This is an optimization exercise on Yosys and OpenROAD, whose aim is small area, a short achievable clock period and few clock cycles per item, not a production implementation.
Where RTL was checked, it was by simulation tests only, not by an equivalence proof against the original.
Power figures rest on the tool's default switching activity, not on a simulated workload.

## AL
==> flow/design.v (excerpt) <==
module guide_offtarget_hamming_scan_unit
#(
    parameter int HIT_MM_MAX  = 4,
    parameter int COUNT_WIDTH = 16
) (
    input  logic                 i_clk,
    input  logic                 i_rst_n,
    input  logic                 push,
    output logic                 full,
    input  logic [WORD_W-1:0]    i_entry_word,
    input  logic                 i_last_entry,
    output logic                 empty,
    input  logic                 pop,
    output logic                 o_kind,
    output logic [ID_W-1:0]      o_entry_id,
    output logic [MM_W-1:0]      o_mismatches,
    output logic [ID_W-1:0]      o_bin_count,
    output logic                 o_list_complete,
    output logic                 o_last,
    input  logic                 i_cfg_valid,
    output logic                 o_cfg_ready,
    input  logic [CFG_IDX_W-1:0] i_cfg_index,
    input  logic [WORD_W-1:0]    i_cfg_data
);
Size: ~2,800 cells after synthesis, about 210 I/O pins, roughly 21,000 um2 of cells after synthesis.
==> flow/config.mk <==
export PLATFORM = sky130hd
export DESIGN_NAME = guide_offtarget_hamming_scan_unit
export DESIGN_NICKNAME = guide_offtarget_hamming_scan_unit
export VERILOG_FILES = /design/flow/design.v
export SDC_FILE = /design/flow/constraint.sdc
export NUM_CORES = 4
export LEC_CHECK = 0
export ABC_AREA = 1
export CAP_MARGIN = 20
export CORE_MARGIN = 2
export CORE_UTILIZATION = 30
export SETUP_SLACK_MARGIN = 3.75
export SLEW_MARGIN = 20
==> flow/constraint.sdc <==
create_clock -name core_clock -period 6.0 [get_ports {i_clk}]
set_input_delay 1.2000 -clock core_clock [delete_from_list [all_inputs] [get_ports {i_clk}]]
set_output_delay 1.2000 -clock core_clock [all_outputs]
set_load 0.01 [all_outputs]
standard.sh (not shown) runs the stock make flow with config.mk's settings and CLKGATE_MAP_FILE= SYNTH_SCRIPT=/design/flow/synth_recipe.tcl, a recipe that flattens the netlist after the stock synthesis.
==> flow/flow/run.sh <==
#!/bin/bash
# The standard layout (standard.sh, unchanged synthesis and steps); the only
# difference is that the port buffers are built from buf_1 cells instead of the
# resizer's default pick, clkdlybuf4s50_1. Every port still gets its buffer and
# repair_timing still resizes them where timing needs it.
set -uo pipefail
bash standard.sh BUFFER_PORTS_ARGS="-buffer_cell sky130_fd_sc_hd__buf_1" finish > standard.log 2>&1
rc=$?
# per-step tool logs of the run, kept with the grade
cp -r orfs/logs/sky130hd/guide_offtarget_hamming_scan_unit/base tool_logs 2>/dev/null
exit $rc
AL: no failed stages, no open violations at the end
What MS does differently from AL at the input level:
--- a/flow/design.v
+++ b/flow/design.v
@@ -61,90 +61,72 @@
     input  logic [WORD_W-1:0]    i_cfg_data
 );
     localparam int CW    = COUNT_WIDTH;
     localparam int NB    = HIT_MM_MAX + 1;    
     localparam int DEPTH = 4;                 
     logic [WORD_W-1:0] r_query;
     logic [LEN_W-1:0]  r_len;
     logic [LIST_W-1:0] r_limit;
     logic [61:0]       r_rc;         
     logic              r_rdy;        
     logic [LEN_W-1:0]  r_k;          
     logic              r_qf;         
-    logic [3:0]        r_lp0;        
-    logic [7:0]        r_lp1;        
-    logic              r_step;       
-    logic              w_step_nx;
     logic [1:0]        w_qpair;
     logic w_wr_q, w_wr_len, w_wr_lim, w_rebuild, w_rc_step;
     assign w_wr_q    = i_cfg_valid && r_rdy && (i_cfg_index == 2'd0);
     assign w_wr_len  = i_cfg_valid && r_rdy && (i_cfg_index == 2'd1);
     assign w_wr_lim  = i_cfg_valid && r_rdy && (i_cfg_index == 2'd2);
     assign w_rebuild = w_wr_q || w_wr_len;
-    assign w_rc_step = r_step;
+    assign w_rc_step = !r_rdy && (r_k != r_len);
     assign o_cfg_ready = r_rdy;
     always_ff @(posedge i_clk) begin
         if (!i_rst_n) begin
             r_query <= '0;
             r_len   <= LEN_W'(20);
             r_limit <= LIST_W'(2000);
-            r_lp0   <= 4'b0001;
-            r_lp1   <= 8'b0010_0000;
         end else begin
-            if (w_wr_len) begin
-                r_lp0 <= 4'b0001 << i_cfg_data[1:0];
-                r_lp1 <= 8'b0000_0001 << i_cfg_data[4:2];
-            end
             if (w_wr_q)   r_query <= i_cfg_data;
             if (w_wr_len) r_len   <= i_cfg_data[LEN_W-1:0];
             if (w_wr_lim) r_limit <= i_cfg_data[LIST_W-1:0];
         end
     end
-    always_comb begin
-        if (!i_rst_n)       w_step_nx = 1'b1;                         
-        else if (w_wr_len)  w_step_nx = (i_cfg_data[LEN_W-1:0] != '0);
-        else if (w_wr_q)    w_step_nx = (r_len != '0);
-        else if (r_step)    w_step_nx = (r_k + LEN_W'(1) != r_len);
-        else                w_step_nx = 1'b0;
-    end
     always_ff @(posedge i_clk) begin
-        r_step <= w_step_nx;
         if (!i_rst_n || w_rebuild) begin
             r_rdy <= 1'b0;
             r_k   <= '0;
         end else if (!r_rdy) begin
-            if (!r_step) begin
+            if (r_k == r_len) begin
                 r_rdy <= 1'b1;
             end else begin
                 r_k <= r_k + LEN_W'(1);
             end
         end
     end
     assign w_qpair = {1'b0, r_query} >> {r_k, 1'b0};
     always_ff @(posedge i_clk) begin
         if (w_rc_step) begin
             r_rc <= {r_rc[59:0], ~w_qpair};
         end
         if (!r_rdy && !w_rc_step) begin
             r_qf <= w_qpair[0];
         end
     end
     logic [31:0] w_flag;      
     logic [30:0] w_low;       
     logic [62:0] w_dq;
     logic [61:0] w_dr;
     logic        w_opp;
     logic [31:0] w_mm;
     always_comb begin
-        for (int p = 0; p < 32; p++) w_flag[p] = r_lp0[p % 4] & r_lp1[p / 4];
+        for (int p = 0; p < 32; p++) w_flag[p] = (r_len == LEN_W'(p));
         for (int p = 0; p < 31; p++) w_low[p]  = (r_len >  LEN_W'(p));
         w_dq  = r_query ^ i_entry_word;
         w_dr  = r_rc ^ i_entry_word[61:0];
         w_opp = 1'b0;
         for (int p = 0; p < 32; p++) w_opp = w_opp | (w_flag[p] & i_entry_word[2*p]);
         w_opp = w_opp ^ r_qf;
         for (int p = 0; p < 31; p++) begin
             w_mm[p] = (w_opp && w_low[p]) ? (w_dr[2*p] | w_dr[2*p+1])
                                           : ((w_dq[2*p] & !w_flag[p]) | w_dq[2*p+1]);
         end
         w_mm[31] = w_dq[62] & !w_flag[31];
     end
@@ -239,25 +221,25 @@
         end
     end
     always_ff @(posedge i_clk) begin
         if (!i_rst_n) begin
             r_v1    <= 1'b0;
             r_v2    <= 1'b0;
             r_q_cnt <= '0;
             r_full  <= 1'b1;
         end else begin
             r_v1    <= w_acc;
             r_v2    <= r_v1;
             r_q_cnt <= w_rd ? w_cnt1 : w_cnt0;
-            r_full  <= w_rebuild || w_step_nx || r_step || (w_rd ? w_full1 : w_full0);
+            r_full  <= w_rebuild || (!r_rdy && w_rc_step) || (w_rd ? w_full1 : w_full0);
         end
     end
     function automatic logic [4:0] oh5(input logic [2:0] b);
         oh5 = 5'b00001 << b;
     endfunction
     logic          r_dump;
     logic          r_complete;
     logic [CW-1:0] r_id;         
     logic [CW-1:0] r_allow;      
     logic [CW-1:0] r_bin [NB];
     logic          r_empty;
     logic          w_out_free;
==> comparison <==
- MS went all the way through synthesis, placement and routing and the layout is clean on timing, DRC and antenna.
- MS against AL; global placement routability congestion is up by a little under 10%.
- Looking at AL and MS, the clock group share of total power is a wash.
- Higher starting density of the core was reported by AL, not MS.
- When the final numbers for AL and MS were put side by side, the count of placed standard cells in the final layout, fillers left out turned out to be smaller in MS.
- Design area went down slightly going from AL to MS.
- Comparing AL and MS, the lower largest net degree at the start of global routing was measured on AL.
- Number of combinational gates with multiple inputs: AL vs MS, no meaningful difference
- Non-clock inverter total of the final layout, MS vs AL: up slightly
- Wire length of the first global-routing pass: MS > AL
Testbench counts of MS, summed over its fixed seeds: cycles 12,608, entries 12,477.
Function not checked in AL: the RTL went through the layout flow alone.

---

north:
RTL: one of the versions met above, not the one the previous note started from.
Size: roughly 390 flip-flops, about 210 I/O pins, roughly 0.021 mm^2 of cells after synthesis.
clock: 6.0 ns
lec_check: 0
abc_area: 1
cap_margin: 20
core_margin: 2
core_utilization: 45
setup_slack_margin: 3.75
slew_margin: 20
Scripts as last shown in full above: flow/flow/run.sh
Testbench counts of north, summed over its fixed seeds: cycles 12,608, entries 12,477.
> inputs changed (north -> south)
--- a/flow/design.v
+++ b/flow/design.v
@@ -56,19 +56,19 @@
     output logic                 o_list_complete,
     output logic                 o_last,
     input  logic                 i_cfg_valid,
     output logic                 o_cfg_ready,
     input  logic [CFG_IDX_W-1:0] i_cfg_index,
     input  logic [WORD_W-1:0]    i_cfg_data
 );
     localparam int CW    = COUNT_WIDTH;
     localparam int NB    = HIT_MM_MAX + 1;    
-    localparam int DEPTH = 4;                 
+    localparam int DEPTH = 3;                 
     logic [WORD_W-1:0] r_query;
     logic [LEN_W-1:0]  r_len;
     logic [LIST_W-1:0] r_limit;
     logic [61:0]       r_rc;         
     logic              r_rdy;        
     logic [LEN_W-1:0]  r_k;          
     logic              r_qf;         
     logic [1:0]        w_qpair;
     logic w_wr_q, w_wr_len, w_wr_lim, w_rebuild, w_rc_step;
@@ -168,73 +168,64 @@
             w_t4[g][3] = a & b & c & d;
             w_t4[g][4] = 1'b0;
         end
         for (int g = 0; g < 4; g++) w_t8[g]  = th_merge(w_t4[2*g], w_t4[2*g+1]);
         for (int g = 0; g < 2; g++) w_t16[g] = th_merge(w_t8[2*g], w_t8[2*g+1]);
         w_t32   = th_merge(w_t16[0], w_t16[1]);
         w_c_hit = !w_t32[4];
         w_c_bin = {w_t32[3], w_t32[1] & !w_t32[3], (w_t32[0] & !w_t32[1]) | (w_t32[2] & !w_t32[3])};
     end
-    logic       r_v2, r_c_hit, r_c_last;
-    logic [2:0] r_c_bin;
-    always_ff @(posedge i_clk) begin
-        r_c_hit  <= w_c_hit;
-        r_c_bin  <= w_c_bin;
-        r_c_last <= r_last1;
-    end
     logic [DEPTH-1:0] r_q_hit;
     logic [2:0]       r_q_bin [DEPTH];
     logic [DEPTH-1:0] r_q_last;
-    logic [2:0]       r_q_cnt;
+    logic [1:0]       r_q_cnt;
     logic             w_rd;
     logic [2:0]       w_head_bin_nx;
     logic [DEPTH-1:0] w_at0, w_at1;
-    logic [2:0]       w_cnt0, w_cnt1;
+    logic [1:0]       w_cnt0, w_cnt1;
     logic             w_full0, w_full1;
     always_comb begin
         for (int i = 0; i < DEPTH; i++) begin
-            w_at0[i] = r_v2 && (r_q_cnt == 3'(i));
-            w_at1[i] = r_v2 && (r_q_cnt == 3'(i+1));
+            w_at0[i] = r_v1 && (r_q_cnt == 2'(i));
+            w_at1[i] = r_v1 && (r_q_cnt == 2'(i+1));
         end
-        w_cnt0  = r_q_cnt + 3'(r_v2);
-        w_cnt1  = r_q_cnt + 3'(r_v2) - 3'd1;
-        w_full0 = ({1'b0, w_cnt0} + 4'(r_v1) + 4'(w_acc)) >= 4'(DEPTH);
-        w_full1 = ({1'b0, w_cnt1} + 4'(r_v1) + 4'(w_acc)) >= 4'(DEPTH);
+        w_cnt0  = r_q_cnt + 2'(r_v1);
+        w_cnt1  = r_q_cnt + 2'(r_v1) - 2'd1;
+        w_full0 = ({1'b0, w_cnt0} + 3'(w_acc)) >= 3'(DEPTH);
+        w_full1 = ({1'b0, w_cnt1} + 3'(w_acc)) >= 3'(DEPTH);
     end
-    assign w_head_bin_nx = w_rd ? (w_at1[0] ? r_c_bin : r_q_bin[1]) : (w_at0[0] ? r_c_bin : r_q_bin[0]);
+    assign w_head_bin_nx = w_rd ? (w_at1[0] ? w_c_bin : r_q_bin[1]) : (w_at0[0] ? w_c_bin : r_q_bin[0]);
     always_ff @(posedge i_clk) begin
         for (int i = 0; i < DEPTH; i++) begin
             if (w_rd) begin
                 if (w_at1[i]) begin
-                    r_q_hit[i]  <= r_c_hit;
-                    r_q_bin[i]  <= r_c_bin;
-                    r_q_last[i] <= r_c_last;
+                    r_q_hit[i]  <= w_c_hit;
+                    r_q_bin[i]  <= w_c_bin;
+                    r_q_last[i] <= r_last1;
                 end else if (i < DEPTH-1) begin
                     r_q_hit[i]  <= r_q_hit[i+1];
                     r_q_bin[i]  <= r_q_bin[i+1];
                     r_q_last[i] <= r_q_last[i+1];
                 end
             end else if (w_at0[i]) begin
-                r_q_hit[i]  <= r_c_hit;
-                r_q_bin[i]  <= r_c_bin;
-                r_q_last[i] <= r_c_last;
+                r_q_hit[i]  <= w_c_hit;
+                r_q_bin[i]  <= w_c_bin;
+                r_q_last[i] <= r_last1;
             end
         end
     end
     always_ff @(posedge i_clk) begin
         if (!i_rst_n) begin
             r_v1    <= 1'b0;
-            r_v2    <= 1'b0;
             r_q_cnt <= '0;
             r_full  <= 1'b1;
         end else begin
             r_v1    <= w_acc;
-            r_v2    <= r_v1;
             r_q_cnt <= w_rd ? w_cnt1 : w_cnt0;
             r_full  <= w_rebuild || (!r_rdy && w_rc_step) || (w_rd ? w_full1 : w_full0);
         end
     end
     function automatic logic [4:0] oh5(input logic [2:0] b);
         oh5 = 5'b00001 << b;
     endfunction
     logic          r_dump;
     logic          r_complete;
### Flow results
- Going from north to south, clock network fraction of design power down 1.7 points, via count down 84, setup slack down 270 ps, global-route wire length before repair down 2100 um, maximum frequency from static timing analysis down 11%.
- south ends up with lower synthesized area than north does.
- The highest metal layer used by the detailed router comes out met4 in one run and met5 in the other, namely in south and north respectively.
Only the layout flow was run in south; the RTL was not checked for function there.

## afterwards: timing with drivers on the ports
How much do the figures lean on ideal ports? The routed layouts below were timed once more, with nothing changed but the port constraints.
Step 1 assumes that a clkbuf_16 drives the clock port and a buf_2 every other input.
Step 2 moves the port delays by t, midway between the first and last clock arrival at a register: inputs arrive t later, outputs are due t later. That takes back most of the time a late clock gives input paths.
Slacks: ideal ports / drivers / drivers and shift; pairs: ideal ports / drivers.
run	shift t [ns]	setup WS [ns]	worst hold slack (ns)	worst data-port slew with drivers (ns)
AL	0.633	3.671 / 3.617 / 3.088	0.326 / 0.326 / 0.326	0.10
MS	0.637	3.703 / 3.640 / 3.203	0.339 / 0.339 / 0.339	0.17
north	0.633	3.712 / 3.655 / 3.188	0.336 / 0.336 / 0.336	0.14
south	0.622	3.440 / 3.460 / 2.841	0.464 / 0.464 / 0.464	0.07
After both steps every run listed still meets setup and hold. The setup slack of south, which loses most, moves by +0.020 ns with the drivers and by -0.599 ns with both steps.
